Background: an optimization exercise with open tools, aiming at small area, a short achievable clock period and few clock cycles. Do not read the settings as production practice. At most, simulation tests tie the RTL to the original design; equivalence was not proved. For runs 4 to 6, only the layout was checked, not whether the RTL still works. Power is estimated from default activity; no workload was simulated.

**design/flow/flow/run.sh**
```bash
#!/bin/bash
# The standard layout (standard.sh: the standard flow's synthesis and the ORFS flow), changed in how
# it is made only:
#  - synthesis runs flow/synth.tcl, which is synth_recipe.tcl with ABC's mapping script
#    replaced by flow/abc_area2.script (same registers, smaller logic);
#  - the timing repair aims for SETUP_SLACK_MARGIN ns of setup slack, so that the achieved
#    period comes out well below the clock period;
#  - each port gets the smallest buffer cell (repair may still resize it).
# The make output (all tools) goes to flow_make.log; ORFS keeps each step's log under orfs/logs.
set -euo pipefail
export SETUP_SLACK_MARGIN=${MARGIN:-7.85}
export BUFFER_PORTS_ARGS="-buffer_cell sky130_fd_sc_hd__buf_1"
here=$(pwd)
sed "s#SYNTH_SCRIPT=[^ ]*#SYNTH_SCRIPT=${here}/flow/synth.tcl#" standard.sh > flow_standard.sh
grep -q "SYNTH_SCRIPT=${here}/flow/synth.tcl" flow_standard.sh
bash flow_standard.sh > flow_make.log 2>&1
```
**design/flow/standard.sh**
```bash
#!/bin/bash
# synth_recipe.tcl (not shown) runs the flow's synth.tcl, then flattens the netlist and writes it again
# the make line also repeats each setting of config.mk as NAME=value (left out here)
make -C /OpenROAD-flow-scripts/flow DESIGN_CONFIG=/design/flow/config.mk WORK_HOME=/design/flow/orfs CLKGATE_MAP_FILE= SYNTH_SCRIPT=/design/flow/synth_recipe.tcl "${@:-finish}"
```
**design/flow/design.v**
```verilog
module uint_to_decimal_ascii_core (
    input  logic         i_clk,
    input  logic         i_rst_n,
    input  logic         in_valid,
    output logic         in_ready,
    input  logic [31:0]  in_value,
    output logic         out_valid,
    input  logic         out_ready,
    output logic [5:0]   out_char,
    output logic         out_last
);
    localparam logic [1:0] P_IDLE  = 2'd0;    
    localparam logic [1:0] P_FIRST = 2'd3;    
    localparam logic [1:0] P_FETCH = 2'd1;    
    localparam logic [1:0] P_WAITX = 2'd2;    
    function automatic logic [3:0] add3(input logic [3:0] d);
        add3[3] = d[3] | (d[2] & (d[1] | d[0]));
        add3[2] = (d[2] & !d[1] & !d[0]) | (d[3] & d[0]);
        add3[1] = (!d[2] & d[1]) | (d[2] & d[1] & d[0]) | (d[3] & !d[0]);
        add3[0] = (!d[3] & !d[2] & d[0]) | (d[2] & d[1] & !d[0]) | (d[3] & !d[0]);
    endfunction
    function automatic logic [38:0] dd4(input logic [38:0] bcd, input logic [3:0] nib);
        logic [38:0] b;
        b = bcd;
        for (int s = 3; s >= 0; s--) begin
            for (int j = 0; j < 9; j++) begin
                b[4*j +: 4] = add3(b[4*j +: 4]);
            end
            b = {b[37:0], nib[s]};
        end
        dd4 = b;
    endfunction
    function automatic logic [3:0] lead_digit(input logic [39:0] bcd);
        logic [3:0] k;
        k = '0;
        for (int j = 1; j < 10; j++) begin
            if (bcd[4*j +: 4] != 4'd0) k = 4'(j);
        end
        lead_digit = k;
    endfunction
    logic [1:0]  r_pst;
    logic [2:0]  r_fidx;      
    logic        r_in_ready;
    logic [2:0]  top;
    always_comb begin
        top = 3'd0;
        for (int k = 2; k < 8; k++) begin
            if (in_value[4*k +: 4] != 4'd0) top = 3'(k - 1);
        end
    end
    logic [3:0]  r_nib;       
    logic [4:0]  r_nhb;       
    logic        r_nv, r_nfirst, r_nlast;
    logic [38:0] r_cb;
    logic        r_cb_done;
    logic [38:0] r_ob;
    logic [3:0]  r_ob_ptr;
    logic        r_ob_full;
    logic        r_ovalid, r_olast, r_svalid, r_slast;
    logic [3:0]  r_odig, r_sdig;
    logic push, ob_free, cb_move, stall, step, fetch, o_free;
    logic [3:0] nib_now, nhi_now, ob_dig;
    logic [39:0] ob_x;
    logic [35:0] in_up;
    assign push    = r_ob_full && !r_svalid;
    assign ob_free = !r_ob_full || (push && r_ob_ptr == 4'd0);
    assign cb_move = r_cb_done && ob_free;
    assign stall   = r_nv && r_nfirst && r_cb_done && !cb_move;
    assign step    = r_nv && !stall;
    assign fetch   = (r_pst == P_FETCH || r_pst == P_FIRST) && !stall;
    assign in_up   = {8'd0, in_value[31:4]};
    assign nib_now = in_value[4*r_fidx +: 4];
    assign nhi_now = in_up[4*r_fidx +: 4];
    assign ob_x    = {1'b0, r_ob};
    assign ob_dig  = ob_x[4*r_ob_ptr +: 4];
    logic [1:0] n_pst;
    logic [2:0] n_fidx;
    logic       n_nv, n_nfirst, n_cb_done, n_ob_full, n_stall;
    always_comb begin
        n_pst    = r_pst;
        n_fidx   = r_fidx;
        n_nv     = fetch || (r_nv && stall);
        n_nfirst = fetch ? (r_pst == P_FIRST) : r_nfirst;
        if (r_pst == P_IDLE) begin
            if (in_valid) begin
                n_fidx = top;
                n_pst  = P_FIRST;
            end
        end else if (fetch) begin
            n_fidx = r_fidx - 3'd1;
            if (r_fidx == 3'd0) n_pst = r_in_ready ? P_IDLE : P_WAITX;
            else n_pst = P_FETCH;
        end else if (r_pst == P_WAITX) begin
            n_pst = P_IDLE;
        end
        n_cb_done = (r_cb_done && !cb_move) || (step && r_nlast);
        n_ob_full = (r_ob_full && !(push && r_ob_ptr == 4'd0)) || cb_move;
        n_stall   = n_nv && n_nfirst && n_cb_done && n_ob_full;
    end
    assign o_free = !r_ovalid || out_ready;
    always_ff @(posedge i_clk) begin
        if (!i_rst_n) begin
            r_pst      <= P_IDLE;
            r_in_ready <= 1'b0;
            r_nv       <= 1'b0;
            r_cb_done  <= 1'b0;
            r_ob_full  <= 1'b0;
            r_ovalid   <= 1'b0;
            r_svalid   <= 1'b0;
        end else begin
            r_pst      <= n_pst;
            r_in_ready <= (n_pst == P_WAITX) ||
                          ((n_pst == P_FETCH || n_pst == P_FIRST) && n_fidx == 3'd0 && !n_stall);
            r_nv       <= n_nv;
            r_cb_done  <= n_cb_done;
            r_ob_full  <= n_ob_full;
            if (o_free) begin
                r_ovalid <= r_svalid || push;
                r_svalid <= 1'b0;
            end else if (push) begin
                r_svalid <= 1'b1;
            end
        end
    end
    always_ff @(posedge i_clk) begin
        r_fidx   <= n_fidx;
        r_nfirst <= n_nfirst;
        if (fetch) begin
            r_nib   <= nib_now;
            r_nhb   <= {(nhi_now >= 4'd10), nhi_now - ((nhi_now >= 4'd10) ? 4'd10 : 4'd0)};
            r_nlast <= (r_fidx == 3'd0);
        end
        if (step) begin
            r_cb <= dd4(r_nfirst ? {34'd0, r_nhb} : r_cb, r_nib);
        end
        if (cb_move) begin
            r_ob     <= r_cb;
            r_ob_ptr <= lead_digit({1'b0, r_cb});
        end else if (push) begin
            r_ob_ptr <= r_ob_ptr - 4'd1;
        end
        if (o_free) begin
            r_odig  <= r_svalid ? r_sdig : ob_dig;
            r_olast <= r_svalid ? r_slast : (r_ob_ptr == 4'd0);
        end else if (push) begin
            r_sdig  <= ob_dig;
            r_slast <= (r_ob_ptr == 4'd0);
        end
    end
    assign in_ready  = r_in_ready;
    assign out_valid = r_ovalid;
    assign out_char  = {2'b11, r_odig};
    assign out_last  = r_olast;
endmodule
```
**design/flow/flow/synth.tcl**
```tcl
# The standard flow's synthesis (synth_recipe.tcl in the work folder), with its final ABC mapping run with
# abc_area2.script (an area-oriented script with two choice/mapping rounds and mfs2) in
# place of ORFS's abc_area.script. Registers and everything else are as synth_recipe.tcl makes
# them.
set ::own_flow_dir [file dirname [file normalize [info script]]]
proc abc {args} {
  set i [lsearch -exact $args -script]
  if {$i >= 0} {
    lset args [expr {$i + 1}] [file join $::own_flow_dir abc_area2.script]
  }
  yosys abc {*}$args
}
source [file join [file dirname $::own_flow_dir] synth_recipe.tcl]
```
**design/flow/constraint.sdc**
```tcl
create_clock -name core_clock -period 11.0 [get_ports {i_clk}]
set_input_delay 2.2000 -clock core_clock [delete_from_list [all_inputs] [get_ports {i_clk}]]
set_output_delay 2.2000 -clock core_clock [all_outputs]
set_load 0.01 [all_outputs]
```
**design/flow/config.mk**
```make
export PLATFORM = sky130hd
export DESIGN_NAME = uint_to_decimal_ascii_core
export DESIGN_NICKNAME = uint_to_decimal_ascii_core
export VERILOG_FILES = /design/flow/design.v
export SDC_FILE = /design/flow/constraint.sdc
export NUM_CORES = 4
export LEC_CHECK = 0
export ABC_AREA = 1
export CAP_MARGIN = 20
export CORE_MARGIN = 2
export CORE_UTILIZATION = 70
export CTS_BUF_LIST = sky130_fd_sc_hd__clkbuf_8
export PLACE_DENSITY = 0.75
export SLEW_MARGIN = 20
```
**design/flow/flow/abc_area2.script**
```
strash
dch -f
map -a
mfs2
strash
dch -f
map -a
topo
stime -c
buffer -c
dnsize -c
```
==> flow_summary.json, run 1 <==
{
  "insertion_delay_ps": 430,
  "hold_viol": 0,
  "synth_edf_count": 102,
  "wire_per_inst_um": 16.2,
  "die_w_um": 104,
  "rsz0062_at_grt": "true",
  "top_level_ports": 45,
  "ctsHoldBuffers": 0,
  "finClkSkew_ps": 10.7,
  "cts_made_buffers": 17,
  "leakagePower_nw": 3.29,
  "fin_crit_sh": 0.296,
  "synth_xor_area_frac": 0.00373,
  "critPathKind": "in2reg",
  "synthMuxAreaShare": 0,
  "power.density_nw_per_um2": 246,
  "worst_slew_pin_slew_ps": 715,
  "synth_top_family_by_area": "simple AND/OR/NAND/NOR gates",
  "viasPerCell": 6.18,
  "antenna_cells": 0,
  "yosysTopAreaCell": "edfxtp_1",
  "dr.pass1.iters": 9,
  "yosysSeqAreaShare": 0.469,
  "crit_path_end_kind": "flop",
  "synthArstFlopShare": 0,
  "wirelength_um": 18200,
  "hpwl_um": 12200,
  "final_nets": 1015,
  "drt_iter0_markers": 742,
  "dieArea_um2": 10900,
  "ys.flop_type": "edfxtp_1",
  "grt_start_max_net_pins": 45,
  "core_area_um2": 9770,
  "synth-simple-area-share": 0.212,
  "netlist_instances": 920,
  "grt_usage": 0.337,
  "max-cap-violations": 0,
  "cts.path.max_buffers": 2,
  "syn_area_per_cell_um2": 7.66,
  "clkSlewWorstSetupHoldPaths_ps": 70,
  "synth-compound-area-share": 0.207,
  "cp_data_required_time_ps": 11170,
  "clock-sinks": 114,
  "fin_crit_ps": 3250,
  "setup_viol": 0,
  "fp-row-count": 36,
  "drive_gt1_frac": 0.0932,
  "drv_slew": 0,
  "postLayoutCoreUtil": 0.820,
  "port_buffers": 42,
  "max_slew_margin": 0.522,
  "area_growth_pct": 13.6,
  "syn-cell-area_um2": 7050,
  "synth_cell_types": 37,
  "arrival_ps": 3430,
  "ys_warn_count": 1,
  "grt_pass1_wl_um": 29700,
  "tns_ps": 0,
  "outcome": "no timing/DRC/antenna violations",
  "synth_top_area_frac": 0.435,
  "synth_adder_area_share": 0.00887,
  "antenna_found_initial": 0,
  "hold_class": "reg2reg",
  "root_buffer": "clkbuf_8",
  "path_max_fanout": 3,
  "remaining_drc_errors": 0,
  "die_y_um": 104,
  "grt_pass1_vias": 6451,
  "cp-start-kind": "input pin",
  "via_count": 6916,
  "cts_tree": "done",
  "ys_ff_latch": 114,
  "ant_nets": 0,
  "irDropWorstVdd_mv": 0.182,
  "grt_overflow_total": 0,
  "fmax_ghz": 0.307,
  "gp_congestion": 0.932,
  "htreeDepth": 4,
  "ys_top_cells_by_area": "edfxtp_1 (43%), inv_1 (8.4%), nor2_1 (7.8%)",
  "initial_core_util": 0.721
}
-- synth_stat cells, types with 3 or more instances --
cell and instances:
o221ai_1 10, a22oi_1 7, dfxtp_1 12, edfxtp_1 102, o21bai_1 3, a32oi_1 6, nand4_1 6, o22ai_1 21
inv_1 157, a31oi_1 12, o21ai_0 101, o21a_1 3, a211oi_1 6, nand3_1 47, clkbuf_1 17, buf_2 4
nor2_1 147, or2_2 3, o211ai_1 6, nor4_1 6, ha_1 5, nand2_1 141, nor3_1 17, a32o_1 4
a21oi_1 58, o311ai_0 3
-- power by group --
part           switching, W  total (W)  internal, W
clock network      0.000167   0.000393     0.000225
registers         0.0000583   0.000648     0.000589
logic              0.000626   0.000934     0.000308
total              0.000852    0.00197      0.00112
-- path summary, 6_finish.rpt --
kind / startpoint / to / slack, ps / depth (start not counted)
min: r_nib[0] / r_cb[0] / 440 / 0
min reg2reg: r_nib[0] / r_cb[0] / 440 / 0
max reg2reg: r_ob_ptr[0] / r_in_ready / 7990 / 14
max: in_value[17] / r_nhb[3] / 7750 / 10
-- routing by layer --
| metal | up-vias | wire length, um | part of all wire | GRT usage |
|---|---|---|---|---|
| li1 | 3282 | - | - | - |
| met1 | 3123 | 7430 | 0.41 | 0.450 |
| met2 | 433 | 8580 | 0.47 | 0.555 |
| met3 | 78 | 1550 | 0.086 | 0.0645 |
| met4 | 0 | 603 | 0.033 | 0.116 |
| met5 | - | 0 | 0 | 0 |
-- layout by cell type (no fill, tap or decap), types with 4 or more instances in the layout --
| master | count |
|---|---|
| inv_1 | 156 |
| nor2_1 | 144 |
| nand2_1 | 141 |
| edfxtp_1 | 102 |
| o21ai_0 | 86 |
| a21oi_1 | 54 |
| nand3_1 | 47 |
| buf_1 | 27 |
| o22ai_1 | 20 |
| clkbuf_8 | 18 |
| nor3_1 | 15 |
| a31oi_1 | 12 |
| buf_4 | 11 |
| dfxtp_1 | 11 |
| o221ai_1 | 9 |
| o21ai_1 | 9 |
| clkbuf_2 | 9 |
| a22oi_1 | 7 |
| o21ai_2 | 6 |
| o211ai_1 | 6 |
| a211oi_1 | 6 |
| nand4_1 | 6 |
| a32oi_1 | 6 |
| a21oi_2 | 4 |
| clkinvlp_4 | 4 |
| a32o_1 | 4 |
| clkinv_2 | 4 |
| buf_2 | 4 |
-- metrics by stage --
| step | hold WS (ps) | setup slack (ps) | total power, W | instances | instance area (um2) |
|---|---|---|---|---|---|
| 2_1_floorplan | 400 | 7600 | 0.00132 | 921 | 7170 |
| 3_5_place_dp | 419 | 6910 | 0.00151 | 1075 | 7410 |
| 3_3_place_gp | 410 | 7260 | 0.00144 | 1075 | 7410 |
| 4_1_cts | 441 | 7640 | 0.00193 | 1114 | 7910 |
| 5_1_grt | 462 | 7690 | 0.00213 | 1120 | 8010 |
| 6_report | 437 | 7750 | 0.00197 | 1120 | 8010 |
-- flip-flops by register name, indices dropped and copies added (netlist names), 2 cells and up --
signal    flops
r_ob_ptr      4
r_pst         2
r_nib         4
r_cb         39
r_odig        4
r_ob         39
r_sdig        4
r_nhb         5
r_fidx        3
-- worst max-delay path, stage by stage --
cell and delay (ps):
buf_8 110, inv_12 40, a21oi_2 50, o21ai_2 80, nand2_1 90, o22ai_2 240, a21oi_2 100, ha_2 210
ha_4 170, xor2_2 140
-- cell families (layout without fill, tap and decap cells) --
logic type	after synthesis	in the layout
fa+ha+maj	5	5
simple gates	367	368
compound gates	248	248
other cells	1	2
xor+xnor	3	3
flops	114	114
buf+inv	182	247
-- timing repair --
action	4_1_cts	5_1_grt
resized for setup	17	25
setup endpoints to repair	97	125
pin swaps	5	6
gates cloned	2	1
buffers inserted	5	5
-- cell type report --
class                   instances  area (um2)
well taps                     133         166
fillers                       625        1760
multi-input cells             626        3220
repair buffers                 54         287
flip-flops and latches        114        3310
clock inverters                14         150
clock buffers                  18         248
repair inverters                2        12.5
inverters                     159         617
Testbench counts, summed over its fixed seeds: cycles 18,062.
==> run 2: changes to the inputs <==
--- a/design/flow/config.mk
+++ b/design/flow/config.mk
@@ -8,7 +8,7 @@
 export ABC_AREA = 1
 export CAP_MARGIN = 20
 export CORE_MARGIN = 2
-export CORE_UTILIZATION = 70
+export CORE_UTILIZATION = 55
 export CTS_BUF_LIST = sky130_fd_sc_hd__clkbuf_8
-export PLACE_DENSITY = 0.75
+export PLACE_DENSITY = 0.65
 export SLEW_MARGIN = 20
==> run 2 against run 1 <==
  * Via count shrank 5.4%
  * Sequential share of layout area shrank 0.33 points
  * Sequential power is essentially flat
  * Power shrank 1.7%
  * Non-clock buffer count grew 7
  * Area after synthesis is the same
  * Critical path type unchanged
  * Largest cell class unchanged
  * Largest power group unchanged
==> flow_summary.json, run 2 <==
{
  "critical-path-max-stage-delay_ps": 210,
  "htreeDepth": 4,
  "hold_class": "reg2reg",
  "max_slew_margin": 0.565,
  "synth_xor_area_frac": 0.00373,
  "crit_path_end_kind": "flop",
  "grt_overflow_total": 0,
  "insertion_delay_ps": 430,
  "reg.largest.list": "r_cb (39), r_ob (39), r_nhb (5)",
  "antenna_found_initial": 0,
  "initial_core_util": 0.561,
  "ant_nets": 0,
  "rsz0062_at_grt": "true",
  "outcome": "no timing/DRC/antenna violations",
  "port_buffers": 42,
  "hold_end": "r_cb[0]",
  "cts_made_buffers": 17,
  "ys_warn_count": 1,
  "hold_viol": 0,
  "via_count": 6545,
  "synth_adder_area_share": 0.00887,
  "clock-sinks": 114,
  "final_nets": 1021,
  "setup_viol": 0,
  "critPathKind": "in2reg",
  "dieArea_um2": 13700,
  "worst_slew_pin_slew_ps": 646,
  "max-cap-violations": 0,
  "min_from": "r_nib[0]",
  "top_layer_used": "met4",
  "rrSetupSlack_ps": 8050,
  "cp_data_required_time_ps": 11180,
  "fmax_ghz": 0.315,
  "tns_ps": 0,
  "remaining_drc_errors": 0,
  "antenna_cells": 0,
  "gp_congestion": 0.880,
  "syn_area_per_cell_um2": 7.66,
  "root_buffer": "clkbuf_8",
  "drv_slew": 0,
  "grt_start_max_net_pins": 45,
  "synth_cell_types": 37,
  "synth_top_area_frac": 0.435,
  "fin_crit_ps": 3170,
  "synth_edf_count": 102,
  "p_total_w": 0.00194,
  "nFillCells": 1065,
  "cp_slowest_cell": "o22ai_2",
  "worst_r2r_endpoint": "r_in_ready",
  "fin_crit_sh": 0.289,
  "yosysTopAreaCell": "edfxtp_1",
  "top_level_ports": 45,
  "viasPerCell": 5.62,
  "clkSlewWorstSetupHoldPaths_ps": 70,
  "crit_family": "compound AO/OA/AOI/OAI gates",
  "yosysSeqAreaShare": 0.469,
  "wire_per_inst_um": 15.0,
  "dr.pass1.iters": 5,
  "cts.path.max_buffers": 2,
  "routed-wl-met2_um": 8270,
  "synthArstFlopShare": 0,
  "grt_pass1_vias": 5961,
  "synth-compound-area-share": 0.207,
  "path_buf_inv": 2,
  "ys_top_cells_by_area": "edfxtp_1 (43%), inv_1 (8.4%), nor2_1 (7.8%)",
  "grt_usage": 0.263,
  "syn-cell-area_um2": 7050,
  "wl_met3_um": 771,
  "cp-start-kind": "input pin",
  "die_w_um": 117,
  "grt_pass1_wl_um": 28100,
  "synth_common_cells": "inv_1 (157), nor2_1 (147), nand2_1 (141), edfxtp_1 (102), o21ai_0 (101)",
  "layout_common_cells": "inv_1 (155), nor2_1 (144), nand2_1 (141)",
  "synth_top_family_by_area": "simple AND/OR/NAND/NOR gates",
  "wl_met1_um": 8160,
  "ys_ff_latch": 114,
  "leakagePower_nw": 3.28,
  "power.density_nw_per_um2": 240,
  "core_area_um2": 12600,
  "fp-row-count": 41,
  "post-place-cells": 1115,
  "r2r_cells": 15,
  "cp_cell_sequence": "buf_6 -> inv_12 -> a21oi_2 -> o21ai_1 -> nand2_1 -> o22ai_2 -> a21oi_2 -> ha_2 -> ha_4 -> xor2_1",
  "cts_tree": "done",
  "hpwl_um": 12100,
  "synth-simple-area-share": 0.212,
  "hold_depth": 0,
  "netlist_instances": 920,
  "cp_common_cell": "a21oi_2",
  "fin_cells": 1165,
  "path_max_fanout": 3,
  "arrival_ps": 3350,
  "area_growth_pct": 14.6,
  "ctsHoldBuffers": 0,
  "drt_iter0_markers": 605,
  "synthMuxAreaShare": 0,
  "die_y_um": 117,
  "mostFrequentLayoutCell": "inv_1",
  "irDropWorstVdd_mv": 0.163,
  "synthMostInstantiatedCell": "inv_1",
  "finClkSkew_ps": 9.68,
  "drive_gt1_frac": 0.0916,
  "regToRegStartpoint": "r_ob_ptr[0]",
  "wirelength_um": 17500,
  "ys.flop_type": "edfxtp_1"
}
## run 2: worst max-delay path by stage
stage | startpoint | end | slack (ps) | depth (start not counted)
5_1_grt | r_ob_ptr[0] | r_in_ready | 7710 | 15
6_report | in_value[17] | r_nhb[3] | 7830 | 10
2_1_floorplan | in_value[17] | r_nhb[3] | 7600 | 9
3_5_place_dp | r_nfirst | r_cb[16] | 6920 | 16
3_3_place_gp | r_ob_ptr[0] | r_in_ready | 7130 | 16
4_1_cts | r_olast | out_last | 7840 | 1
## run 2: routing by layer
metal	track usage	vias to the layer above
li1	-	3282
met1	0.355	3055
met2	0.429	182
met3	0.0499	26
met4	0.0839	0
met5	0	-
## run 2: logic make-up after synthesis
group,after synthesis
AOI/OAI and AO/OA,248
other,1
xor gates and xnor gates,3
and+or+nand+nor,367
buffers and inverters,182
DFF,114
adders and majority gates,5
## run 2: cell type report
type | instances | area [um2] | share of cell area
repair inverters | 2 | 12.5 | 0.00155
inverters | 159 | 621 | 0.0768
repair buffers | 61 | 348 | 0.0431
clock inverters | 15 | 151 | 0.0187
well taps | 172 | 215 | 0.0266
flip-flops and latches | 114 | 3310 | 0.409
clock buffers | 17 | 234 | 0.0290
multi-input cells | 625 | 3190 | 0.395
## run 2: power by group
group,switching (W),leakage (nW),internal [W]
clock,0.000169,0.201,0.000218
sequential,0.0000558,1.05,0.000589
combinational,0.000600,2.03,0.000308
total,0.000825,3.28,0.00111
## run 2: what timing repair did
item / 4_1_cts / 5_1_grt
hold endpoints to repair: 0 / 0
pin swaps: 4 / 0
cloned: 2 / 0
endpoints found under the setup margin: 122 / 92
buffers inserted: 8 / 8
resized for setup: 16 / 17
## run 2: through the flow
stage | setup slack [ps] | hold slack (ps) | area (um2) | util
2_1_floorplan | 7600 | 400 | 7170 | -
3_3_place_gp | 7130 | 416 | 7460 | 0.594
3_5_place_dp | 6920 | 406 | 7490 | 0.596
4_1_cts | 7840 | 440 | 7990 | 0.635
5_1_grt | 7710 | 452 | 8080 | 0.643
6_report | 7830 | 446 | 8080 | 0.643
==> run 3: changes to the inputs <==
--- a/design/flow/flow/run.sh
+++ b/design/flow/flow/run.sh
@@ -8,7 +8,7 @@
 #  - each port gets the smallest buffer cell (repair may still resize it).
 # The make output (all tools) goes to flow_make.log; ORFS keeps each step's log under orfs/logs.
 set -euo pipefail
-export SETUP_SLACK_MARGIN=${MARGIN:-7.85}
+export SETUP_SLACK_MARGIN=${MARGIN:-8.0}
 export BUFFER_PORTS_ARGS="-buffer_cell sky130_fd_sc_hd__buf_1"
 here=$(pwd)
 sed "s#SYNTH_SCRIPT=[^ ]*#SYNTH_SCRIPT=${here}/flow/synth.tcl#" standard.sh > flow_standard.sh
--- a/design/flow/config.mk
+++ b/design/flow/config.mk
@@ -8,7 +8,7 @@
 export ABC_AREA = 1
 export CAP_MARGIN = 20
 export CORE_MARGIN = 2
-export CORE_UTILIZATION = 55
+export CORE_UTILIZATION = 60
 export CTS_BUF_LIST = sky130_fd_sc_hd__clkbuf_8
-export PLACE_DENSITY = 0.65
+export PLACE_DENSITY = 0.68
 export SLEW_MARGIN = 20
==> run 3 against run 2 <==
  * Still clean
  * Sequential share of layout area down 0.37 points
  * Design area rose by 0.94%
  * Clock skew up 4.5 ps
  * Clock power down 2%
  * Combinational power rose by 2.8%
  * Fmax increased by 0.25%
  * Critical path type unchanged
  * Highest routed layer unchanged
==> flow_summary.json, run 3 <==
{
  "outcome": "no timing/DRC/antenna violations",
  "die_w_um": 112,
  "hold_class": "reg2reg",
  "antenna_cells": 0,
  "critical-path-max-stage-delay_ps": 280,
  "synthMostInstantiatedCell": "inv_1",
  "cts_made_buffers": 17,
  "die_y_um": 112,
  "grt_usage": 0.278,
  "synth-compound-area-share": 0.207,
  "mostFrequentLayoutCell": "inv_1",
  "dr.pass1.iters": 5,
  "final_nets": 1026,
  "synthArstFlopShare": 0,
  "cp_cell_sequence": "buf_6 -> nor2_1 -> o32ai_2 -> o22ai_2 -> buf_4 -> ha_4 -> ha_4 -> xor2_1",
  "htreeDepth": 4,
  "dieArea_um2": 12600,
  "layout_common_cells": "inv_1 (155), nor2_1 (144), nand2_1 (141)",
  "reg.largest.list": "r_cb (39), r_ob (39), r_nhb (5)",
  "cp_slowest_cell": "o32ai_2",
  "ys_ff_latch": 114,
  "synth_top_family_by_area": "simple AND/OR/NAND/NOR gates",
  "cp_data_required_time_ps": 11180,
  "fmax_ghz": 0.316,
  "leakagePower_nw": 3.36,
  "viasPerCell": 5.83,
  "grt_overflow_total": 0,
  "ys_warn_count": 1,
  "synth_xor_area_frac": 0.00373,
  "drive_gt1_frac": 0.103,
  "synth_adder_area_share": 0.00887,
  "finClkSkew_ps": 14.2,
  "wire_per_inst_um": 15.1,
  "syn-cell-area_um2": 7050,
  "path_buf_inv": 2,
  "synth_cell_types": 37,
  "ys_top_cells_by_area": "edfxtp_1 (43%), inv_1 (8.4%), nor2_1 (7.8%)",
  "area_growth_pct": 15.7,
  "fp-row-count": 39,
  "netlist_instances": 920,
  "setup_viol": 0,
  "path_max_fanout": 3,
  "cts_tree": "done",
  "drv_slew": 0,
  "rsz0062_at_grt": "true",
  "dp_worst_setup_slack_ps": 6980,
  "syn_area_per_cell_um2": 7.66,
  "fin_crit_ps": 3170,
  "max_slew_margin": 0.550,
  "synthMuxAreaShare": 0,
  "synth_top_area_frac": 0.435,
  "yosysSeqAreaShare": 0.469,
  "wirelength_um": 17200,
  "root_buffer": "clkbuf_8",
  "worst_slack_ps": 7830,
  "nFillCells": 897,
  "critPathKind": "in2reg",
  "max-cap-violations": 0,
  "gp_congestion": 0.903,
  "clock-sinks": 114,
  "drt_iter0_markers": 752,
  "via_count": 6656,
  "irDropWorstVdd_mv": 0.173,
  "synth_common_cells": "inv_1 (157), nor2_1 (147), nand2_1 (141), edfxtp_1 (102), o21ai_0 (101)",
  "synth-simple-area-share": 0.212,
  "power.density_nw_per_um2": 240,
  "grt_start_max_net_pins": 45,
  "hpwl_um": 12100,
  "worst_slew_pin_slew_ps": 667,
  "clkSlewWorstSetupHoldPaths_ps": 60,
  "initial_core_util": 0.617,
  "yosysTopAreaCell": "edfxtp_1",
  "core_area_um2": 11400,
  "grt_pass1_vias": 6199,
  "place_area_um2": 7460,
  "arrival_ps": 3340,
  "top_level_ports": 45,
  "crit_path_end_kind": "flop",
  "synth_edf_count": 102,
  "remaining_drc_errors": 0,
  "port_buffers": 42,
  "ctsHoldBuffers": 0,
  "stdcell_area_um2": 8160,
  "fin_crit_sh": 0.288,
  "cp_common_cell": "ha_4",
  "hold_viol": 0,
  "ys.flop_type": "edfxtp_1",
  "grt_pass1_wl_um": 28300,
  "insertion_delay_ps": 430,
  "crit_family": "compound AO/OA/AOI/OAI gates",
  "ant_nets": 0,
  "antenna_found_initial": 0,
  "cts.path.max_buffers": 2,
  "tns_ps": 0,
  "cp-start-kind": "input pin"
}
-- run 3: cell count changes in the layout (fill, tap and decap cells not counted), sizes merged --
cell      delta
clkbuf       +4
buf          +5
bufinv       -1
clkinvlp     -2
clkinv       -3
inv          +2
-- run 3: cell families (layout without fill, tap and decap cells) --
| group | Yosys count | in the layout |
|---|---|---|
| AOI/OAI and AO/OA | 248 | 248 |
| other | 1 | 2 |
| DFF | 114 | 114 |
| xor gates and xnor gates | 3 | 3 |
| buffers and inverters | 182 | 259 |
| and+or+nand+nor | 367 | 367 |
| adders and majority gates | 5 | 5 |
-- run 3: final timing paths --
check                                  start          to  slack, ps  cells past startpoint
worst max-delay path            in_value[21]    r_nhb[3]       7830                      8
worst min-delay path                r_nib[0]     r_cb[0]        450                      0
worst max register to register   r_ob_ptr[1]  r_in_ready       8120                     16
worst min register to register      r_nib[0]     r_cb[0]        450                      0
-- run 3: worst reg2reg max path: stages, from the launching register on --
cell	delay (ps)
edfxtp_1	540
inv_1	220
ha_1	260
nand2_1	90
nor2_1	60
nand2_1	80
nand2_1	110
nor2_1	170
inv_1	90
nor3_4	280
nor2_4	110
buf_4	150
a21oi_1	140
o22ai_1	120
nor3_1	200
nand2_1	70
a21oi_1	120
-- run 3: power by group --
group	switching (W)	total, W	internal, W
Sequential	0.0000562	0.000646	0.000589
Combinational	0.000605	0.000933	0.000328
Clock	0.000161	0.000381	0.000220
-- run 3: stage by stage --
stage / utilization / power (W) / hold WS (ps) / std cells
global placement: 0.651 / 0.00145 / 418 / 1085
global route: 0.714 / 0.00213 / 465 / 1141
detailed placement: 0.653 / 0.00150 / 408 / 1086
CTS: 0.699 / 0.00191 / 436 / 1128
finish: 0.714 / 0.00196 / 447 / 1141
floorplan: - / 0.00132 / 400 / 921
-- run 3: layer usage --
| metal | part of all wire | wire [um] | track usage | vias to the layer above |
|---|---|---|---|---|
| li1 | - | - | - | 3298 |
| met1 | 0.44 | 7500 | 0.374 | 3075 |
| met2 | 0.48 | 8230 | 0.459 | 255 |
| met3 | 0.071 | 1220 | 0.0589 | 28 |
| met4 | 0.014 | 233 | 0.0837 | 0 |
| met5 | 0 | 0 | 0 | - |
-- run 3: final cells by class --
type	count	area, um2	area share
Inverter	159	621	0.0761
Timing Repair Buffer	66	432	0.0529
Multi-Input combinational cell	625	3210	0.394
Tap cell	143	179	0.0219
Timing Repair inverter	2	12.5	0.00153
Clock inverter	11	98.8	0.0121
Clock buffer	21	289	0.0354
Sequential cell	114	3310	0.406
-- run 3: repair_timing --
item,in CTS,in global routing
setup endpoints to repair,128,67
hold endpoints to repair,0,0
resized for setup,26,23
buffers inserted,8,13
cloned,2,0
pin swaps,7,8
==> run 4: changes to the inputs <==
--- a/design/flow/design.v
+++ b/design/flow/design.v
@@ -60,6 +60,8 @@
     logic [3:0]  r_odig, r_sdig;
     logic push, ob_free, cb_move, stall, step, fetch, o_free;
     logic [3:0] nib_now, nhi_now, ob_dig;
+    logic [2:0] fidx_e;
+    logic       nz7;
     logic [39:0] ob_x;
     logic [35:0] in_up;
     assign push    = r_ob_full && !r_svalid;
@@ -67,10 +69,13 @@
     assign cb_move = r_cb_done && ob_free;
     assign stall   = r_nv && r_nfirst && r_cb_done && !cb_move;
     assign step    = r_nv && !stall;
-    assign fetch   = (r_pst == P_FETCH || r_pst == P_FIRST) && !stall;
+    assign nz7     = (in_value[31:28] != 4'd0);
+    assign fidx_e  = (r_pst == P_IDLE) ? 3'd6 : r_fidx;
+    assign fetch   = (r_pst == P_FETCH || r_pst == P_FIRST || (r_pst == P_IDLE && in_valid && nz7))
+                     && !stall;
     assign in_up   = {8'd0, in_value[31:4]};
-    assign nib_now = in_value[4*r_fidx +: 4];
-    assign nhi_now = in_up[4*r_fidx +: 4];
+    assign nib_now = in_value[4*fidx_e +: 4];
+    assign nhi_now = in_up[4*fidx_e +: 4];
     assign ob_x    = {1'b0, r_ob};
     assign ob_dig  = ob_x[4*r_ob_ptr +: 4];
     logic [1:0] n_pst;
@@ -80,9 +85,12 @@
         n_pst    = r_pst;
         n_fidx   = r_fidx;
         n_nv     = fetch || (r_nv && stall);
-        n_nfirst = fetch ? (r_pst == P_FIRST) : r_nfirst;
+        n_nfirst = fetch ? (r_pst == P_FIRST || r_pst == P_IDLE) : r_nfirst;
         if (r_pst == P_IDLE) begin
-            if (in_valid) begin
+            if (fetch) begin
+                n_fidx = 3'd5;
+                n_pst  = P_FETCH;
+            end else if (in_valid && !nz7) begin
                 n_fidx = top;
                 n_pst  = P_FIRST;
             end
@@ -128,7 +136,7 @@
         if (fetch) begin
             r_nib   <= nib_now;
             r_nhb   <= {(nhi_now >= 4'd10), nhi_now - ((nhi_now >= 4'd10) ? 4'd10 : 4'd0)};
-            r_nlast <= (r_fidx == 3'd0);
+            r_nlast <= (fidx_e == 3'd0);
         end
         if (step) begin
             r_cb <= dd4(r_nfirst ? {34'd0, r_nhb} : r_cb, r_nib);
--- a/design/flow/flow/run.sh
+++ b/design/flow/flow/run.sh
@@ -8,7 +8,7 @@
 #  - each port gets the smallest buffer cell (repair may still resize it).
 # The make output (all tools) goes to flow_make.log; ORFS keeps each step's log under orfs/logs.
 set -euo pipefail
-export SETUP_SLACK_MARGIN=${MARGIN:-8.0}
+export SETUP_SLACK_MARGIN=${MARGIN:-7.85}
 export BUFFER_PORTS_ARGS="-buffer_cell sky130_fd_sc_hd__buf_1"
 here=$(pwd)
 sed "s#SYNTH_SCRIPT=[^ ]*#SYNTH_SCRIPT=${here}/flow/synth.tcl#" standard.sh > flow_standard.sh
--- a/design/flow/config.mk
+++ b/design/flow/config.mk
@@ -8,7 +8,7 @@
 export ABC_AREA = 1
 export CAP_MARGIN = 20
 export CORE_MARGIN = 2
-export CORE_UTILIZATION = 60
+export CORE_UTILIZATION = 55
 export CTS_BUF_LIST = sky130_fd_sc_hd__clkbuf_8
-export PLACE_DENSITY = 0.68
+export PLACE_DENSITY = 0.65
 export SLEW_MARGIN = 20
==> run 4 against run 3 <==
  * Still clean on timing, DRC and antenna
  * Clock power down 1%
  * Clock-buffer cell count down 3
  * Combinational power up 86%
  * Fmax down 9.8%
  * Synthesized cell count up 1.7%
  * Sequential share of layout area down 1.1 points
  * Design area up 2.9%
  * Critical path type unchanged
==> flow_summary.json, run 4 <==
{
  "crit_path_end_kind": "flop",
  "fin_crit_ps": 3510,
  "wirelength_um": 18400,
  "leakagePower_nw": 3.50,
  "worst_slack_ps": 7490,
  "cp_data_required_time_ps": 11400,
  "fmax_ghz": 0.285,
  "initial_core_util": 0.565,
  "grt_pass1_wl_um": 29200,
  "core_area_um2": 12600,
  "dr.pass1.iters": 8,
  "nFillCells": 1047,
  "wire_per_inst_um": 15.4,
  "max_slew_margin": 0.523,
  "irDropWorstVdd_mv": 0.292,
  "worst_slew_pin_slew_ps": 709,
  "port_buffers": 42,
  "viasPerCell": 5.70,
  "area_growth_pct": 17.6,
  "synth_top_area_frac": 0.429,
  "outcome": "no timing/DRC/antenna violations",
  "tns_ps": 0,
  "hpwl_um": 12800,
  "drv_slew": 0,
  "critPathKind": "in2reg",
  "mostFrequentLayoutCell": "nand2_1",
  "cp-start-kind": "input pin",
  "ys_ff_latch": 114,
  "fin_crit_sh": 0.319,
  "root_buffer": "clkbuf_8",
  "syn-cell-area_um2": 7140,
  "die_y_um": 118,
  "clkSlewWorstSetupHoldPaths_ps": 70,
  "layout_common_cells": "nand2_1 (161), inv_1 (152), nor2_1 (137)",
  "antenna_found_initial": 0,
  "syn_area_per_cell_um2": 7.62,
  "dp_worst_setup_slack_ps": 6690,
  "top_level_ports": 45,
  "drive_gt1_frac": 0.136,
  "finClkSkew_ps": 13.4,
  "hold_viol": 0,
  "grt_start_max_net_pins": 43,
  "ys_top_cells_by_area": "edfxtp_1 (43%), nand2_1 (8.5%), inv_1 (8.3%)",
  "synthMostInstantiatedCell": "nand2_1",
  "fp-row-count": 41,
  "grt_usage": 0.263,
  "dieArea_um2": 13900,
  "arrival_ps": 3910,
  "ys.flop_type": "edfxtp_1",
  "cts_made_buffers": 17,
  "grt_overflow_total": 0,
  "grt_pass1_vias": 6092,
  "die_w_um": 118,
  "power.density_nw_per_um2": 359,
  "setup_viol": 0,
  "max-cap-violations": 0,
  "synth_common_cells": "nand2_1 (162), inv_1 (158), nor2_1 (145), edfxtp_1 (102), o21ai_0 (102)",
  "yosysTopAreaCell": "edfxtp_1",
  "gp_congestion": 0.872,
  "htreeDepth": 4,
  "cts_tree": "done",
  "path_max_fanout": 4,
  "synth_edf_count": 102,
  "remaining_drc_errors": 0,
  "rsz0062_at_grt": "true",
  "hold_class": "reg2reg",
  "synthArstFlopShare": 0,
  "ys_warn_count": 1,
  "yosysSeqAreaShare": 0.463,
  "reg.largest.list": "r_cb (39), r_ob (39), r_nhb (5)",
  "clock-sinks": 114,
  "via_count": 6828,
  "ant_nets": 0,
  "insertion_delay_ps": 460,
  "ctsHoldBuffers": 0,
  "cts.path.max_buffers": 2,
  "synth_cell_types": 36,
  "drt_iter0_markers": 617,
  "netlist_instances": 936,
  "stdcell_area_um2": 8390,
  "place_area_um2": 7570,
  "antenna_cells": 0,
  "final_nets": 1058
}
==> run 4: cell types whose count changed in the layout (fill, tap and decap cells not counted), moves of 4 or more <==
cell | before | now
nand3_1 | 47 | 52
nor4_1 | 3 | 7
buf_4 | 23 | 32
nor3_2 | 0 | 4
nor2_1 | 144 | 137
inv_4 | 0 | 4
nand2_1 | 141 | 161
a21oi_2 | 3 | 8
ha_1 | 3 | 7
a32oi_1 | 6 | 10
a21oi_1 | 55 | 34
a211oi_1 | 6 | 0
or2_2 | 3 | 7
==> run 4: area by class of cell <==
class | count | area, um2 | area share
Inverter | 159 | 618 | 0.0736
Clock buffer | 18 | 248 | 0.0295
Multi-Input combinational cell | 642 | 3350 | 0.399
Timing Repair inverter | 2 | 12.5 | 0.00149
Sequential cell | 114 | 3310 | 0.395
Tap cell | 172 | 215 | 0.0256
Clock inverter | 14 | 120 | 0.0143
Timing Repair Buffer | 77 | 515 | 0.0614
==> run 4: power by group <==
group	internal (W)	switching [W]
logic	0.000602	0.00114
clock network	0.000202	0.000174
registers	0.000752	0.000140
total	0.00156	0.00145
==> run 4: per-stage QoR <==
step | power (W) | cells | hold slack [ps] | util
2_1_floorplan | 0.00210 | 937 | 400 | -
3_3_place_gp | 0.00238 | 1132 | 404 | 0.598
3_5_place_dp | 0.00247 | 1133 | 414 | 0.600
4_1_cts | 0.00291 | 1182 | 436 | 0.646
5_1_grt | 0.00330 | 1198 | 452 | 0.665
6_report | 0.00301 | 1198 | 441 | 0.665
==> run 4: metal layers <==
layer  up-vias  wire length, um  global-route usage
li1       3359                -                   -
met4         0              288              0.0821
met3        32             1230              0.0509
met1      3159             8360               0.367
met5         -                0                   0
met2       278             8510               0.414
==> run 4: logic make-up after synthesis <==
family                     after synthesis  share of synthesized area
DFF                                    114                      0.463
other                                    1                   0.000526
AOI/OAI and AO/OA                      227                      0.189
and+or+nand+nor                        399                      0.229
adders and majority gates                9                     0.0158
xor gates and xnor gates                 5                    0.00614
buffers and inverters                  181                     0.0964
==> run 4: worst paths after layout <==
check          startpoint          to  slack (ps)  cells after the start
max          in_value[29]  r_in_ready        7490                     11
min              r_nib[0]     r_cb[0]         440                      0
max reg2reg   r_ob_ptr[0]  r_in_ready        7920                     16
min reg2reg      r_nib[0]     r_cb[0]         440                      0
==> run 4: what timing repair did <==
action                                  CTS  global route
endpoints found under the setup margin  105            79
hold endpoints to repair                  0             0
gates cloned                              2             0
buffers inserted                         15            16
pin swaps                                15            21
gates resized for setup                  32            47
==> run 4: critical path, cell delays in order <==
cell and delay (ps):
buf_8 100, nor4_4 370, inv_2 80, nor2_4 140
inv_2 70, nor2_4 120, nand3_2 70, o211ai_1 120
o21ai_1 130, a2111oi_2 340, a22o_1 160
==> run 5: changes to the inputs <==
--- a/design/flow/design.v
+++ b/design/flow/design.v
@@ -1,4 +1,6 @@
-module uint_to_decimal_ascii_core (
+module uint_to_decimal_ascii_core #(
+    parameter int TAIL = 4
+) (
     input  logic         i_clk,
     input  logic         i_rst_n,
     input  logic         in_valid,
@@ -56,28 +58,32 @@
     logic [38:0] r_ob;
     logic [3:0]  r_ob_ptr;
     logic        r_ob_full;
+    logic [4*TAIL-1:0] r_tb;
+    logic [1:0]  r_tb_ptr;
+    logic        r_tb_full;
     logic        r_ovalid, r_olast, r_svalid, r_slast;
     logic [3:0]  r_odig, r_sdig;
-    logic push, ob_free, cb_move, stall, step, fetch, o_free;
-    logic [3:0] nib_now, nhi_now, ob_dig;
-    logic [2:0] fidx_e;
-    logic       nz7;
+    logic push, push_ob, push_tb, ob_rel, tb_load, dlast, ob_free, cb_move, stall, step, fetch, o_free;
+    logic [3:0] nib_now, nhi_now, ob_dig, dig;
     logic [39:0] ob_x;
     logic [35:0] in_up;
-    assign push    = r_ob_full && !r_svalid;
-    assign ob_free = !r_ob_full || (push && r_ob_ptr == 4'd0);
+    assign push    = (r_ob_full || r_tb_full) && !r_svalid;
+    assign push_tb = push && r_tb_full;
+    assign push_ob = push && !r_tb_full;
+    assign ob_rel  = r_ob_full && !r_tb_full && (r_ob_ptr < 4'(TAIL));
+    assign tb_load = ob_rel && !(push_ob && r_ob_ptr == 4'd0);
+    assign ob_free = !r_ob_full || ob_rel;
     assign cb_move = r_cb_done && ob_free;
     assign stall   = r_nv && r_nfirst && r_cb_done && !cb_move;
     assign step    = r_nv && !stall;
-    assign nz7     = (in_value[31:28] != 4'd0);
-    assign fidx_e  = (r_pst == P_IDLE) ? 3'd6 : r_fidx;
-    assign fetch   = (r_pst == P_FETCH || r_pst == P_FIRST || (r_pst == P_IDLE && in_valid && nz7))
-                     && !stall;
+    assign fetch   = (r_pst == P_FETCH || r_pst == P_FIRST) && !stall;
     assign in_up   = {8'd0, in_value[31:4]};
-    assign nib_now = in_value[4*fidx_e +: 4];
-    assign nhi_now = in_up[4*fidx_e +: 4];
+    assign nib_now = in_value[4*r_fidx +: 4];
+    assign nhi_now = in_up[4*r_fidx +: 4];
     assign ob_x    = {1'b0, r_ob};
     assign ob_dig  = ob_x[4*r_ob_ptr +: 4];
+    assign dig     = r_tb_full ? r_tb[4*r_tb_ptr +: 4] : ob_dig;
+    assign dlast   = r_tb_full ? (r_tb_ptr == 2'd0) : (r_ob_ptr == 4'd0);
     logic [1:0] n_pst;
     logic [2:0] n_fidx;
     logic       n_nv, n_nfirst, n_cb_done, n_ob_full, n_stall;
@@ -85,12 +91,9 @@
         n_pst    = r_pst;
         n_fidx   = r_fidx;
         n_nv     = fetch || (r_nv && stall);
-        n_nfirst = fetch ? (r_pst == P_FIRST || r_pst == P_IDLE) : r_nfirst;
+        n_nfirst = fetch ? (r_pst == P_FIRST) : r_nfirst;
         if (r_pst == P_IDLE) begin
-            if (fetch) begin
-                n_fidx = 3'd5;
-                n_pst  = P_FETCH;
-            end else if (in_valid && !nz7) begin
+            if (in_valid) begin
                 n_fidx = top;
                 n_pst  = P_FIRST;
             end
@@ -102,7 +105,7 @@
             n_pst = P_IDLE;
         end
         n_cb_done = (r_cb_done && !cb_move) || (step && r_nlast);
-        n_ob_full = (r_ob_full && !(push && r_ob_ptr == 4'd0)) || cb_move;
+        n_ob_full = (r_ob_full && !ob_rel) || cb_move;
         n_stall   = n_nv && n_nfirst && n_cb_done && n_ob_full;
     end
     assign o_free = !r_ovalid || out_ready;
@@ -113,6 +116,7 @@
             r_nv       <= 1'b0;
             r_cb_done  <= 1'b0;
             r_ob_full  <= 1'b0;
+            r_tb_full  <= 1'b0;
             r_ovalid   <= 1'b0;
             r_svalid   <= 1'b0;
         end else begin
@@ -122,6 +126,11 @@
             r_nv       <= n_nv;
             r_cb_done  <= n_cb_done;
             r_ob_full  <= n_ob_full;
+            if (tb_load) begin
+                r_tb_full <= 1'b1;
+            end else if (push_tb && r_tb_ptr == 2'd0) begin
+                r_tb_full <= 1'b0;
+            end
             if (o_free) begin
                 r_ovalid <= r_svalid || push;
                 r_svalid <= 1'b0;
@@ -136,7 +145,7 @@
         if (fetch) begin
             r_nib   <= nib_now;
             r_nhb   <= {(nhi_now >= 4'd10), nhi_now - ((nhi_now >= 4'd10) ? 4'd10 : 4'd0)};
-            r_nlast <= (fidx_e == 3'd0);
+            r_nlast <= (r_fidx == 3'd0);
         end
         if (step) begin
             r_cb <= dd4(r_nfirst ? {34'd0, r_nhb} : r_cb, r_nib);
@@ -144,15 +153,21 @@
         if (cb_move) begin
             r_ob     <= r_cb;
             r_ob_ptr <= lead_digit({1'b0, r_cb});
-        end else if (push) begin
+        end else if (push_ob) begin
             r_ob_ptr <= r_ob_ptr - 4'd1;
         end
+        if (tb_load) begin
+            r_tb     <= r_ob[4*TAIL-1:0];
+            r_tb_ptr <= 2'(push_ob ? r_ob_ptr - 4'd1 : r_ob_ptr);
+        end else if (push_tb) begin
+            r_tb_ptr <= r_tb_ptr - 2'd1;
+        end
         if (o_free) begin
-            r_odig  <= r_svalid ? r_sdig : ob_dig;
-            r_olast <= r_svalid ? r_slast : (r_ob_ptr == 4'd0);
+            r_odig  <= r_svalid ? r_sdig : dig;
+            r_olast <= r_svalid ? r_slast : dlast;
         end else if (push) begin
-            r_sdig  <= ob_dig;
-            r_slast <= (r_ob_ptr == 4'd0);
+            r_sdig  <= dig;
+            r_slast <= dlast;
         end
     end
     assign in_ready  = r_in_ready;
==> run 5 against run 4 <==
  * Sequential cell count grew 19
  * Cell count rose by 3.4%
  * Clock power is 3% lower
==> flow_summary.json, run 5 <==
{
  "fp-row-count": 43,
  "rsz0062_at_grt": "true",
  "fin_crit_sh": 0.307,
  "antenna_cells": 0,
  "antenna_found_initial": 0,
  "hold_viol": 0,
  "dieArea_um2": 15200,
  "htreeDepth": 4,
  "min_from": "r_nib[0]",
  "tns_ps": 0,
  "final_nets": 1090,
  "layout_common_cells": "inv_1 (165), nand2_1 (158), nor2_1 (157)",
  "grt_start_max_net_pins": 44,
  "combPwrFrac": 0.480,
  "critical-path-max-stage-delay_ps": 300,
  "insertion_delay_ps": 450,
  "stdcell_area_um2": 8910,
  "power.density_nw_per_um2": 242,
  "mostFrequentLayoutCell": "inv_1",
  "cp_common_cell": "nand2_1",
  "die_w_um": 123,
  "arrival_ps": 3750,
  "cp_data_required_time_ps": 11380,
  "max_slew_margin": 0.537,
  "cts_tree": "done",
  "root_buffer": "clkbuf_8",
  "hold_ws_ps": 438,
  "cts_made_buffers": 17,
  "path_max_fanout": 2,
  "hold_class": "reg2reg",
  "reg.largest.list": "r_cb (39), r_ob (39), r_tb (16)",
  "drive_gt1_frac": 0.0992,
  "p_total_w": 0.00216,
  "drt_iter0_markers": 728,
  "ys_warn_count": 1,
  "remaining_drc_errors": 0,
  "seqCellArea_um2": 3850,
  "cp_cell_sequence": "buf_8 -> nor4_4 -> o21ai_1 -> a21boi_1 -> o22ai_1 -> a21oi_1 -> nand2_1 -> nor4_1 -> nand2_1 -> a21oi_2",
  "ant_nets": 0,
  "critPathKind": "in2reg",
  "outcome": "no timing/DRC/antenna violations",
  "max-cap-violations": 0,
  "grt_overflow_total": 0,
  "yosysTopAreaCell": "edfxtp_1",
  "leakagePower_nw": 3.61,
  "p_seq_frac": 0.351,
  "ys.flop_type": "edfxtp_1",
  "die_y_um": 123,
  "place_area_um2": 8250,
  "core_area_um2": 13900,
  "regToRegStartpoint": "r_nfirst",
  "clkPwrFrac": 0.169,
  "via_count": 6894,
  "synth_cell_types": 40,
  "syn_area_per_cell_um2": 7.87,
  "p_int_w": 0.00124,
  "crit_path_end_kind": "flop",
  "fin_crit_ps": 3370,
  "cts.path.max_buffers": 2,
  "netlist_instances": 996,
  "yosysSeqAreaShare": 0.490,
  "synthArstFlopShare": 0,
  "gp_congestion": 0.883,
  "synth_edf_count": 118,
  "worst_slack_ps": 7630,
  "grt_pass1_wl_um": 28800,
  "ys_top_cells_by_area": "edfxtp_1 (45%), inv_1 (7.8%), nand2_1 (7.8%)",
  "p_sw_w": 0.000923,
  "drv_slew": 0,
  "synth_common_cells": "inv_1 (162), nand2_1 (162), nor2_1 (160), edfxtp_1 (118), o21ai_0 (95)",
  "cp-start-kind": "input pin",
  "ys_ff_latch": 133,
  "grt_usage": 0.245,
  "switching_share": 0.428,
  "clkSlewWorstSetupHoldPaths_ps": 70,
  "viasPerCell": 5.56,
  "finClkSkew_ps": 8.67,
  "dp_worst_setup_slack_ps": 7180,
  "worstSetupStartpoint": "in_value[18]",
  "dr.pass1.iters": 5,
  "syn-cell-area_um2": 7840,
  "wirelength_um": 18100,
  "setup_viol": 0,
  "irDropWorstVdd_mv": 0.160,
  "clock-sinks": 133,
  "wire_per_inst_um": 14.6,
  "synth_top_area_frac": 0.452,
  "nFillCells": 1211,
  "multiInputGateArea_um2": 3510,
  "area_growth_pct": 13.7,
  "fmax_ghz": 0.296,
  "initial_core_util": 0.565,
  "port_buffers": 42,
  "grt_pass1_vias": 6009,
  "cp_slowest_cell": "nor4_4",
  "worst_slew_pin_slew_ps": 695,
  "hpwl_um": 12700,
  "top_level_ports": 45
}
## run 5: final timing paths
path / to / slack (ps) / depth (start not counted)
max: r_in_ready / 7630 / 10
min: r_cb[0] / 440 / 0
max reg2reg: r_cb[16] / 7990 / 17
min reg2reg: r_cb[0] / 440 / 0
## run 5: per-layer routing
metal	global-route usage	up-vias	wire, um
met5	0	-	0
met4	0.0689	0	248
met3	0.0526	22	932
li1	-	3541	-
met1	0.361	3137	8940
met2	0.365	194	7970
## run 5: worst max-delay path, delay by kind of cell
kind            cells  cell delay [ps]
buf+inv             1              100
compound gates      5              700
simple gates        4              770
## run 5: repair_timing
item,in CTS,in global routing
endpoints found under the setup margin,14,29
gates resized for setup,17,64
cloned,0,1
setup buffers,3,6
hold buffers,0,0
pin swaps,8,19
## run 5: stage by stage
stage,instances,utilization
floorplan,997,-
global placement,1199,0.594
detailed placement,1199,0.594
CTS,1232,0.624
global route,1239,0.642
finish,1239,0.642
## run 5: cell families (layout without fill, tap and decap cells)
group	after synthesis	count (layout)	share of synthesized area
multiplexers	2	2	0.00255
AND/OR/NAND/NOR	399	399	0.206
other	1	2	0.000478
buffers and inverters	190	252	0.0921
XOR/XNOR	4	4	0.00447
AO/OA/AOI/OAI	261	261	0.195
adder cells (fa/ha/maj)	6	6	0.00957
flip-flops	133	133	0.490
## run 5: layout make-up
| class | instances | share of cell area |
|---|---|---|
| Tap cell | 180 | 0.0253 |
| Inverter | 164 | 0.0695 |
| Timing Repair Buffer | 57 | 0.0414 |
| Multi-Input combinational cell | 674 | 0.394 |
| Sequential cell | 133 | 0.431 |
| Clock buffer | 17 | 0.0262 |
| Timing Repair inverter | 1 | 0.000561 |
| Clock inverter | 13 | 0.0118 |
## run 5: power by group through the flow
| stage | Clock, W | Sequential, W | Combinational, W |
|---|---|---|---|
| after floorplan | 0 | 0.000729 | 0.000782 |
| final | 0.000365 | 0.000757 | 0.00104 |
| after CTS | 0.000373 | 0.000752 | 0.000990 |
| after detailed placement | 0 | 0.000761 | 0.000967 |
| after global placement | 0 | 0.000762 | 0.000953 |
| after global routing | 0.000395 | 0.000768 | 0.00119 |
==> run 6: changes to the inputs <==
--- a/design/flow/design.v
+++ b/design/flow/design.v
@@ -1,5 +1,5 @@
 module uint_to_decimal_ascii_core #(
-    parameter int TAIL = 4
+    parameter int TAIL = 3
 ) (
     input  logic         i_clk,
     input  logic         i_rst_n,
==> run 6 against run 5 <==
  * Worst hold slack better by 10 ps
  * Utilization fell by 0.69 points
  * Sequential cell count down 4
  * Still clean on timing, DRC and antenna
  * First-iteration DRC count shrank 3.2%
  * Clock power up 9.9%
  * Via count decreased by 1.1%
  * Critical path type unchanged
==> flow_summary.json, run 6 <==
{
  "remaining_drc_errors": 0,
  "max-cap-violations": 0,
  "dieArea_um2": 15000,
  "dr.pass1.iters": 5,
  "ctsHoldBuffers": 0,
  "switching_share": 0.433,
  "ys.flop_type": "edfxtp_1",
  "max_slew_margin": 0.410,
  "htreeDepth": 4,
  "drt_iter0_markers": 705,
  "grt_usage": 0.240,
  "clkSlewWorstSetupHoldPaths_ps": 70,
  "layout_common_cells": "inv_1 (165), nor2_1 (154), nand2_1 (154)",
  "synth_common_cells": "inv_1 (165), nand2_1 (158), nor2_1 (158), edfxtp_1 (114), o21ai_0 (107)",
  "critPathKind": "in2reg",
  "worst_slew_pin_slew_ps": 884,
  "tns_ps": 0,
  "grt_overflow_total": 0,
  "power.density_nw_per_um2": 251,
  "yosysSeqAreaShare": 0.482,
  "cts_made_buffers": 17,
  "reg.largest.list": "r_cb (39), r_ob (39), r_tb (12)",
  "fin_crit_sh": 0.290,
  "combPwrFrac": 0.473,
  "cp-start-kind": "input pin",
  "gp_congestion": 0.875,
  "grt_start_max_net_pins": 45,
  "setup_viol": 0,
  "path_max_fanout": 3,
  "ant_nets": 0,
  "synth_top_area_frac": 0.443,
  "synth_adder_area_share": 0.0129,
  "synth-simple-area-share": 0.211,
  "crit_path_end_kind": "flop",
  "leakagePower_nw": 3.54,
  "finClkSkew_ps": 16.0,
  "synth-compound-area-share": 0.188,
  "ys_warn_count": 1,
  "core_area_um2": 13800,
  "hpwl_um": 12400,
  "p_total_w": 0.00220,
  "ys_top_cells_by_area": "edfxtp_1 (44%), inv_1 (8.0%), nand2_1 (7.7%)",
  "syn_area_per_cell_um2": 7.78,
  "grt_pass1_vias": 5823,
  "synth_edf_count": 114,
  "yosysTopAreaCell": "edfxtp_1",
  "port_buffers": 42,
  "hold_ws_ps": 448,
  "fp-row-count": 43,
  "die_y_um": 123,
  "grt_pass1_wl_um": 28100,
  "antenna_found_initial": 0,
  "p_int_w": 0.00125,
  "clkPwrFrac": 0.182,
  "root_buffer": "clkbuf_8",
  "cts_tree": "done",
  "clock-sinks": 129,
  "rsz0062_at_grt": "true",
  "wire_per_inst_um": 14.0,
  "synth_xor_area_frac": 0.00793,
  "initial_core_util": 0.559,
  "drive_gt1_frac": 0.102,
  "die_w_um": 123,
  "netlist_instances": 993,
  "arrival_ps": 3580,
  "p_seq_frac": 0.345,
  "antenna_cells": 0,
  "wirelength_um": 17300,
  "p_sw_w": 0.000954,
  "area_growth_pct": 13.6,
  "synthMuxAreaShare": 0.00259,
  "cp_data_required_time_ps": 11390,
  "fmax_ghz": 0.314,
  "viasPerCell": 5.52,
  "insertion_delay_ps": 460,
  "nFillCells": 1214,
  "synthMostInstantiatedCell": "inv_1",
  "final_nets": 1086,
  "syn-cell-area_um2": 7730,
  "hold_class": "reg2reg",
  "drv_slew": 0,
  "outcome": "no timing/DRC/antenna violations",
  "hold_viol": 0,
  "irDropWorstVdd_mv": 0.180,
  "cts.path.max_buffers": 2,
  "mostFrequentLayoutCell": "inv_1",
  "ys_ff_latch": 129,
  "synth_cell_types": 38,
  "top_level_ports": 45,
  "via_count": 6816,
  "synth_top_family_by_area": "simple AND/OR/NAND/NOR gates",
  "synthArstFlopShare": 0,
  "fin_crit_ps": 3190
}
## run 6: cells by family (layout without fill, tap and decap cells)
kind of cell / count (synthesis) / in the layout
other: 1 / 2
AND/OR/NAND/NOR: 400 / 400
buffers and inverters: 192 / 253
XOR/XNOR: 7 / 7
adder cells (fa/ha/maj): 8 / 8
AO/OA/AOI/OAI: 254 / 254
flip-flops: 129 / 129
multiplexers: 2 / 2
## run 6: per-layer routing
metal	global-route usage	part of all wire	wire (um)
met1	0.361	0.49	8430
met3	0.0488	0.058	998
met5	0	0	0
met4	0.0747	0.014	241
met2	0.349	0.44	7660
## run 6: final cells by class
cell class | instances | area, um2 | area share
flip-flops and latches | 129 | 3730 | 0.424
multi-input cells | 673 | 3480 | 0.397
inverters | 168 | 647 | 0.0736
repair buffers | 53 | 308 | 0.0350
clock buffers | 18 | 248 | 0.0282
well taps | 180 | 225 | 0.0256
clock inverters | 14 | 144 | 0.0164
## run 6: what timing repair did
| action | 4_1_cts | 5_1_grt |
|---|---|---|
| endpoints found under the setup margin | 24 | 27 |
| gates resized for setup | 15 | 53 |
| pin swaps | 3 | 20 |
| buffers inserted | 2 | 5 |
## run 6: final timing paths
path | cells past startpoint | end | slack (ps) | from
setup / recovery | 9 | r_in_ready | 7810 | in_value[19]
hold / removal | 0 | r_cb[0] | 450 | r_nib[0]
setup reg to reg | 13 | r_cb[5] | 8050 | r_nfirst
hold reg to reg | 0 | r_cb[0] | 450 | r_nib[0]
## run 6: worst max-delay path: stages
cell and delay [ps]:
buf_8 100, nor4_4 270, a21boi_2 190, o21ai_1 80
a22oi_1 210, o22ai_2 130, nor3_2 190, nand2_1 80
a21oi_2 120
## run 6: power groups by stage
stage          Combinational (W)  Sequential, W  Clock, W
2_1_floorplan           0.000803       0.000720         0
3_3_place_gp            0.000962       0.000768         0
3_5_place_dp            0.000970       0.000766         0
4_1_cts                 0.000990       0.000757  0.000406
5_1_grt                  0.00121       0.000772  0.000428
6_report                 0.00104       0.000760  0.000401
## run 6: per-stage QoR
step                worst slack (ps)  cells  area [um2]  utilization
floorplan                       7580    994        7810            -
finish                          7810   1235        8780        0.635
global placement                7130   1196        8130        0.588
global route                    7750   1235        8780        0.635
CTS                             7810   1230        8570        0.620
detailed placement              7120   1196        8130        0.588

-- separate check: timing with driven ports --
In the flow no input, the clock included, has a driving cell. The finished layouts below were timed again as built, in two steps.
Step 1: set_driving_cell puts a clkbuf_16 on i_clk and a buf_2 on each other input, an assumption about the parent block.
Step 2 times the ports against the registers' clock, not the clock port: input delays grow and output delays shrink by t, the midpoint of the rising clock arrivals with the driver on.
a / b / c = no drivers / after step 1 / after step 2; a / b = the first two.
| run | t (ns) | setup slack, ns | clock arrival spread, ns |
|---|---|---|---|
| run 1 | 0.461 | 7.747 / 7.742 / 7.282 | 0.010 / 0.011 |
| run 2 | 0.463 | 7.826 / 7.829 / 7.366 | 0.011 / 0.010 |
| run 3 | 0.466 | 7.834 / 7.811 / 7.361 | 0.016 / 0.016 |
| run 4 | 0.485 | 7.489 / 7.482 / 6.997 | 0.014 / 0.014 |
| run 5 | 0.481 | 7.626 / 7.619 / 7.138 | 0.009 / 0.008 |
| run 6 | 0.483 | 7.811 / 7.806 / 7.324 | 0.016 / 0.017 |
After both steps every run listed still meets setup and hold. The setup slack of run 4, which loses most, moves by -0.007 ns with the drivers and by -0.492 ns with both steps.
